What follows belongs to an exercise in optimizing a design on an open flow for small area, a short achievable clock period and few clock cycles; a production flow would make more cautious choices.
Function was checked by simulation only, so behaviour that the tests miss may differ from the original.
No activity file was given, so power comes from the tool's default toggle rates.

==> trial 18: inputs <==
## rv_core_ahb
module rv_core_ahb (
  input  logic       HCLK,
  input  logic       reset_i,
  output rv_core_pkg::word_t      ins_haddr_o,
  output logic [1:0] ins_htrans_o,
  input  rv_core_pkg::word_t      ins_hrdata_i,
  input  logic       ins_hready_i,
  input  logic       ins_hresp_i,
  output rv_core_pkg::word_t      dat_haddr_o,
  output logic [1:0] dat_htrans_o,
  output logic       dat_hwrite_o,
  output rv_core_pkg::word_t      dat_hwdata_o,
  input  rv_core_pkg::word_t      dat_hrdata_i,
  input  logic       dat_hready_i,
  input  logic       dat_hresp_i,
  output logic       halted_o
);
  logic        halt_q;
  logic [31:0] f_pc;
  logic        i_pend;
  logic        i_drop;
  logic        buf_v;
  logic        buf_ferr;
  logic [31:0] buf_ins;
  logic [31:0] d_pc;
  logic        x_v, x_we, x_load, x_store, x_mem, x_take, x_halt;
  logic        x_sadd, x_sslt, x_sxor, x_sor, x_sand, x_cin;
  logic [4:0]  x_rd;
  logic [31:0] x_a, x_b, x_tgt;
  logic        w_we, w_load, w_mem;
  logic [4:0]  w_rd;
  logic [31:0] w_res;
  logic [31:0] rf [1:31];
  logic [31:1] rf_v;
  logic [31:0] sum, addr, res;
  logic        slt, taken;
  rv_add32 alu_add (.a_i (x_a), .b_i (x_b), .c_i (x_cin), .s_o (sum));
  rv_add32 addr_add (.a_i (x_a), .b_i (x_tgt), .c_i (1'b0), .s_o (addr));
  assign slt = (x_a[31] == x_b[31]) ? x_a[31] : sum[31];
  assign res = ({32{x_sadd}}  & sum) |
               ({32{x_sxor}}  & (x_a ^ x_b)) |
               ({32{x_sor}}   & (x_a | x_b)) |
               ({32{x_sand}}  & (x_a & x_b)) |
               ({32{x_store}} & x_b) |
               {31'b0, x_sslt & slt};
  assign taken = x_v && x_take;
  logic w_done, mem_ok, x_adv, halt_now, redirect;
  assign w_done   = !w_mem || dat_hready_i;
  assign mem_ok   = !w_mem || (dat_hready_i && !dat_hresp_i);
  ...
Settings: LEC_CHECK=0, CAP_MARGIN=20, CELL_PAD_IN_SITES_DETAIL_PLACEMENT=1, CELL_PAD_IN_SITES_GLOBAL_PLACEMENT=1, CORE_MARGIN=2, CORE_UTILIZATION=40, PLACE_DENSITY=0.45, SETUP_SLACK_MARGIN=4.0, SLEW_MARGIN=20, SYNTH_HIERARCHICAL=1; clock period 8.0 ns.
run.sh (not shown) runs the stock make flow with config.mk's settings and CLKGATE_MAP_FILE= SYNTH_SCRIPT=/design/flow/synth_recipe.tcl, a recipe that flattens the netlist after the stock synthesis.
==> inputs of trial 39, as changes to trial 18 <==
--- a/flow/design.v
+++ b/flow/design.v
@@ -58,50 +58,64 @@
   logic        i_drop;
   logic        buf_v;
   logic        buf_ferr;
   logic [31:0] buf_ins;
   logic [31:0] d_pc;
-  logic        x_v, x_we, x_load, x_store, x_mem, x_take, x_halt;
+  logic        x_v, x_we, x_load, x_store, x_mem, x_br, x_ne, x_jal, x_halt;
   logic        x_sadd, x_sslt, x_sxor, x_sor, x_sand, x_cin;
+  logic        x_la, x_lb, x_fa, x_fb;
   logic [4:0]  x_rd;
   logic [31:0] x_a, x_b, x_tgt;
+  logic        m_v, m_we, m_load, m_store, m_mem, m_ls;
+  logic [4:0]  m_rd;
+  logic [31:0] m_addr, m_res;
+  logic        x_lsm;
   logic        w_we, w_load, w_mem;
   logic [4:0]  w_rd;
   logic [31:0] w_res;
   logic [31:0] rf [1:31];
   logic [31:1] rf_v;
-  logic [31:0] sum, addr, res;
-  logic        slt, taken;
-  rv_add32 alu_add (.a_i (x_a), .b_i (x_b), .c_i (x_cin), .s_o (sum));
-  rv_add32 addr_add (.a_i (x_a), .b_i (x_tgt), .c_i (1'b0), .s_o (addr));
-  assign slt = (x_a[31] == x_b[31]) ? x_a[31] : sum[31];
+  logic [31:0] sum, addr, res, ea, eb;
+  logic        slt, eq, taken;
+  logic [31:0] fb;
+  assign fb = x_fb ? m_res : dat_hrdata_i;
+  assign ea = x_fa ? m_res : x_la ? dat_hrdata_i : x_a;
+  assign eb = (x_fb || x_lb) ? (x_cin ? ~fb : fb) : x_b;
+  rv_add32 alu_add (.a_i (ea), .b_i (eb), .c_i (x_cin), .s_o (sum));
+  assign addr = ea + x_tgt;
+  assign slt = (ea[31] == eb[31]) ? ea[31] : sum[31];
   assign res = ({32{x_sadd}}  & sum) |
-               ({32{x_sxor}}  & (x_a ^ x_b)) |
-               ({32{x_sor}}   & (x_a | x_b)) |
-               ({32{x_sand}}  & (x_a & x_b)) |
-               ({32{x_store}} & x_b) |
+               ({32{x_sxor}}  & (ea ^ eb)) |
+               ({32{x_sor}}   & (ea | eb)) |
+               ({32{x_sand}}  & (ea & eb)) |
+               ({32{x_store}} & eb) |
                {31'b0, x_sslt & slt};
-  assign taken = x_v && x_take;
-  logic w_done, mem_ok, x_adv, halt_now, redirect;
+  rv_eq32 br_eq (.a_i (ea), .b_i (eb), .eq_o (eq));
+  assign taken = x_v && (x_jal || (x_br && (eq != x_ne)));
+  logic x_bj, nt_spec;
+  assign x_bj = x_v && (x_jal || x_br);
+  logic w_done, mem_ok, m_adv, x_adv, halt_now, redirect;
   assign w_done   = !w_mem || dat_hready_i;
   assign mem_ok   = !w_mem || (dat_hready_i && !dat_hresp_i);
-  assign x_adv    = x_v && !halt_q && !x_halt && (x_mem ? mem_ok : w_done);
-  assign halt_now = x_v && x_halt && !halt_q && w_done;
+  assign m_adv    = m_v && !halt_q && (m_mem ? mem_ok : w_done);
+  assign x_adv    = x_v && !halt_q && !x_halt && w_done && (!m_v || m_adv);
+  assign halt_now = x_v && x_halt && !halt_q && w_done && !(m_v && m_mem);
   assign redirect = taken && x_adv;
-  assign dat_htrans_o = (x_v && x_mem && !halt_q && mem_ok) ? 2'b10 : 2'b00;
-  assign dat_haddr_o  = addr;
-  assign dat_hwrite_o = x_store;
+  assign nt_spec  = x_bj && x_adv && !taken;
+  assign dat_htrans_o = (m_v && m_mem && !halt_q && mem_ok) ? 2'b10 : 2'b00;
+  assign dat_haddr_o  = m_addr;
+  assign dat_hwrite_o = m_store;
   assign dat_hwdata_o = w_res;
   assign halted_o     = halt_q || halt_now;
   logic i_req, acc, arr, d_v, d_adv, overflow;
   logic [31:0] d_ins;
   logic        d_ferr;
   assign i_req = !reset_i && !halt_q && !halt_now && (!i_pend || ins_hready_i) &&
-                 !(taken && !x_adv);
+                 !(x_bj && !x_adv);
   assign acc   = i_req && ins_hready_i;
   assign ins_htrans_o = i_req ? 2'b10 : 2'b00;
-  assign ins_haddr_o  = taken ? x_tgt : f_pc;
+  assign ins_haddr_o  = x_bj ? x_tgt : f_pc;
   assign arr    = i_pend && ins_hready_i && !i_drop;
   assign d_v    = buf_v || arr;
   assign d_ins  = buf_v ? buf_ins : ins_hrdata_i;
   assign d_ferr = buf_v ? buf_ferr : ins_hresp_i;
   assign overflow = arr && buf_v && !d_adv && !redirect;
@@ -112,16 +126,16 @@
       i_pend <= 1'b0;
       i_drop <= 1'b0;
       buf_v  <= 1'b0;
     end else begin
       i_pend <= acc || (i_pend && !ins_hready_i);
-      i_drop <= (i_pend && !ins_hready_i) ? (i_drop || redirect) : (acc && overflow);
+      i_drop <= (i_pend && !ins_hready_i) ? (i_drop || redirect) : (acc && (overflow || nt_spec));
       if (redirect) begin
         f_pc <= acc ? x_tgt + 32'd4 : x_tgt;
       end else if (overflow) begin
         f_pc <= d_pc + 32'd4;
-      end else if (acc) begin
+      end else if (acc && !nt_spec) begin
         f_pc <= f_pc + 32'd4;
       end
       if (redirect) begin
         d_pc <= x_tgt;
       end else if (d_adv) begin
@@ -144,11 +158,11 @@
   logic [2:0] f3;
   logic [4:0] rs1, rs2, rd;
   logic o_op, o_opi, o_lui, o_ld, o_st, o_br, o_jal;
   logic f_add, f_xor, f_or, f_and, f_slt;
   logic v_op, v_opi, v_ld, v_st, v_br, legal, d_halt, d_we, d_sub, alu;
-  logic use1, use2, lu;
+  logic lu, lx1, lx2, lm1, lm2, fx1, fx2, fm1, fm2, fw1, fw2;
   logic [31:0] imm_i, imm_s, imm_u, imm_b, imm_j;
   assign opc = d_ins[6:0];
   assign f3  = d_ins[14:12];
   assign rd  = d_ins[11:7];
   assign rs1 = d_ins[19:15];
@@ -173,45 +187,51 @@
   assign legal  = v_op || v_opi || o_lui || v_ld || v_st || v_br || o_jal;
   assign d_halt = d_ferr || !legal;
   assign d_we   = !d_halt && (o_op || o_opi || o_lui || o_ld || o_jal) && (rd != 5'd0);
   assign d_sub  = o_op && ((f_add && d_ins[30]) || f_slt);
   assign alu    = o_op || o_opi;
-  assign use1 = o_op || o_opi || o_ld || o_st || o_br;
-  assign use2 = o_op || o_st || o_br;
-  assign lu = x_v && x_load && x_we &&
-              ((use1 && (x_rd == rs1)) || (use2 && (x_rd == rs2)));
+  assign fx1 = x_v && x_we && !x_load && (x_rd == rs1);
+  assign fx2 = x_v && x_we && !x_load && (x_rd == rs2);
+  assign fm1 = m_v && m_we && !m_load && (m_rd == rs1);
+  assign fm2 = m_v && m_we && !m_load && (m_rd == rs2);
+  assign fw1 = w_we && (w_rd == rs1);
+  assign fw2 = w_we && (w_rd == rs2);
+  assign lx1 = x_v && x_load && x_we && (x_rd == rs1);
+  assign lx2 = x_v && x_load && x_we && (x_rd == rs2);
+  assign lm1 = m_v && m_load && m_we && (m_rd == rs1) && !(x_v && x_we && (x_rd == rs1));
+  assign lm2 = m_v && m_load && m_we && (m_rd == rs2) && !(x_v && x_we && (x_rd == rs2));
+  assign lu  = (lx1 && (o_op || o_opi || o_ld || o_st || o_br)) || (lx2 && (o_op || o_br)) ||
+               (lm1 && (o_ld || o_st || o_br)) || (lm2 && o_br);
   assign imm_i = {{20{d_ins[31]}}, d_ins[31:20]};
   assign imm_s = {{20{d_ins[31]}}, d_ins[31:25], d_ins[11:7]};
   assign imm_u = {d_ins[31:12], 12'b0};
   assign imm_b = {{19{d_ins[31]}}, d_ins[31], d_ins[7], d_ins[30:25], d_ins[11:8], 1'b0};
   assign imm_j = {{11{d_ins[31]}}, d_ins[31], d_ins[19:12], d_ins[20], d_ins[30:21], 1'b0};
   logic        rf_wen;
   logic [31:0] w_data, rd1, rd2, v1, v2, op_a, op_b, d_tgt, d_btgt;
-  logic        d_take, d_eq;
   assign rf_wen = w_we && (!w_load || (dat_hready_i && !dat_hresp_i));
   assign w_data = w_load ? dat_hrdata_i : w_res;
   always_comb begin
     rd1 = '0;
     rd2 = '0;
     for (int i = 1; i < 32; i++) begin
       rd1 = rd1 | ({32{rf_v[i] && (rs1 == 5'(i))}} & rf[i]);
       rd2 = rd2 | ({32{rf_v[i] && (rs2 == 5'(i))}} & rf[i]);
     end
   end
-  assign v1 = (x_v && x_we && !x_load && (x_rd == rs1)) ? res :
-              (w_we && (w_rd == rs1)) ? w_data : rd1;
-  assign v2 = (x_v && x_we && !x_load && (x_rd == rs2)) ? res :
-              (w_we && (w_rd == rs2)) ? w_data : rd2;
+  logic [31:0] fv1, fv2;
+  assign fv1 = fm1 ? m_res : w_data;
+  assign fv2 = fm2 ? m_res : w_data;
+  assign v1  = (fm1 || fw1) ? fv1 : rd1;
+  assign v2  = (fm2 || fw2) ? fv2 : rd2;
   assign op_a = o_lui ? 32'd0 : (o_jal ? d_pc : v1);
-  assign op_b = (o_op || o_st) ? (d_sub ? ~v2 : v2) :
+  assign op_b = (o_op || o_st || o_br) ? (d_sub ? ~v2 : v2) :
                 o_jal ? 32'd4 :
                 o_lui ? imm_u : imm_i;
-  rv_eq32 br_eq (.a_i (v1), .b_i (v2), .eq_o (d_eq));
-  assign d_take = !d_ferr && (o_jal || (v_br && (d_eq != f3[0])));
   assign d_btgt = d_pc + (o_jal ? imm_j : imm_b);
   assign d_tgt  = o_ld ? imm_i : o_st ? imm_s : d_btgt;
-  assign d_adv = d_v && !redirect && !halt_q && !lu && w_done && (x_adv || !x_v);
+  assign d_adv = d_v && !redirect && !halt_q && !lu && w_done && (x_v ? x_adv : (!m_v || m_adv));
   always_ff @(posedge HCLK) begin
     if (reset_i) begin
       x_v <= 1'b0;
     end else if (d_adv) begin
       x_v <= 1'b1;
@@ -224,34 +244,47 @@
       x_halt  <= d_halt;
       x_we    <= d_we;
       x_load  <= !d_ferr && v_ld;
       x_store <= !d_ferr && v_st;
       x_mem   <= !d_ferr && (v_ld || v_st);
-      x_take  <= d_take;
+      x_br    <= !d_ferr && v_br;
+      x_jal   <= !d_ferr && o_jal;
+      x_ne    <= f3[0];
       x_sadd  <= alu ? f_add : (o_lui || o_jal);
       x_sxor  <= alu && f_xor;
       x_sor   <= alu && f_or;
       x_sand  <= alu && f_and;
       x_sslt  <= o_op && f_slt;
       x_cin   <= d_sub;
+      x_la    <= lm1 && alu;
+      x_lb    <= lm2 && (o_op || o_st);
+      x_fa    <= fx1 && !o_lui && !o_jal;
+      x_fb    <= fx2 && (o_op || o_st || o_br);
+      x_lsm   <= lx2 && o_st;
       x_rd    <= rd;
       x_a     <= op_a;
       x_b     <= op_b;
       x_tgt   <= d_tgt;
     end
   end
   always_ff @(posedge HCLK) begin
     if (reset_i) begin
+      m_v    <= 1'b0;
       w_we   <= 1'b0;
       w_load <= 1'b0;
       w_mem  <= 1'b0;
       halt_q <= 1'b0;
     end else begin
       if (x_adv) begin
-        w_we   <= x_we;
-        w_load <= x_load;
-        w_mem  <= x_mem;
+        m_v <= 1'b1;
+      end else if (m_adv) begin
+        m_v <= 1'b0;
+      end
+      if (m_adv) begin
+        w_we   <= m_we;
+        w_load <= m_load;
+        w_mem  <= m_mem;
       end else if (w_done) begin
         w_we   <= 1'b0;
         w_load <= 1'b0;
         w_mem  <= 1'b0;
       end
@@ -260,12 +293,24 @@
       end
     end
   end
   always_ff @(posedge HCLK) begin
     if (x_adv) begin
-      w_rd  <= x_rd;
-      w_res <= res;
+      m_we    <= x_we;
+      m_load  <= x_load;
+      m_store <= x_store;
+      m_mem   <= x_mem;
+      m_ls    <= x_lsm;
+      m_rd    <= x_rd;
+      m_addr  <= addr;
+      m_res   <= res;
+    end
+  end
+  always_ff @(posedge HCLK) begin
+    if (m_adv) begin
+      w_rd  <= m_rd;
+      w_res <= m_ls ? dat_hrdata_i : m_res;
     end
   end
   always_ff @(posedge HCLK) begin
     if (reset_i) begin
       rf_v <= '0;
CORE_UTILIZATION = 35   (was 40)
CTS_BUF_LIST = sky130_fd_sc_hd__clkbuf_8   (was default)
==> run notes <==
Trial 39 ran to the end with no violations. Trial 18 ran to the end with no violations.
Between trial 39 and trial 18, the lower first-iteration DRC count is in trial 39 (gap 24%, measured against trial 18).
Between trial 18 and trial 39, the lower via count is in trial 39 (gap 2.7%, measured against trial 39).
Between trial 18 and trial 39, the lower global-route usage is in trial 39 (gap 6.8 points).
Of trial 39 and trial 18, trial 18 has the higher hold slack (gap 42 ps).
Against trial 18, the sequential power of trial 39 is higher by 6.7%.
Between trial 39 and trial 18, the lower flip-flop and latch count is in trial 18 (gap 82).
Between trial 39 and trial 18, the lower die area is in trial 18 (gap 19%, measured against trial 18).
Against trial 39, the fmax of trial 18 is lower by 20%.
Against trial 39, the total power of trial 18 is smaller by about 4.3%.
Of trial 39 and trial 18, trial 39 has the higher clock skew (gap 53 ps).
Testbench counts of trial 18, summed over its fixed seeds: cycles 20,284.
Testbench counts of trial 39, summed over its fixed seeds: cycles 21,009.

[what the ideal ports hide]
No port has a modelled driver above. Below, the same layouts with a new extraction and two added sets of constraints. Step 1, drivers: a clkbuf_16 drives HCLK and a buf_2 each remaining input, both assumed. Step 2, shift: input delay + t, output delay - t, t = (earliest + latest rising clock arrival at the registers) / 2. This alone moves slack from input paths to output paths. a / b / c = ideal / step 1 / step 2; a / b = the first two.
run	t (ns)	setup WS [ns]	hold slack, ns
trial 18	0.919	2.503 / 2.428 / 1.895	0.464 / 0.464 / 0.464
trial 39	1.127	3.621 / 3.621 / 2.515	0.422 / 0.422 / 0.422
After both steps every run listed still meets setup and hold. For trial 39, which loses most, drivers alone change the setup slack by 0.000 ns; drivers and shift together by -1.106 ns.
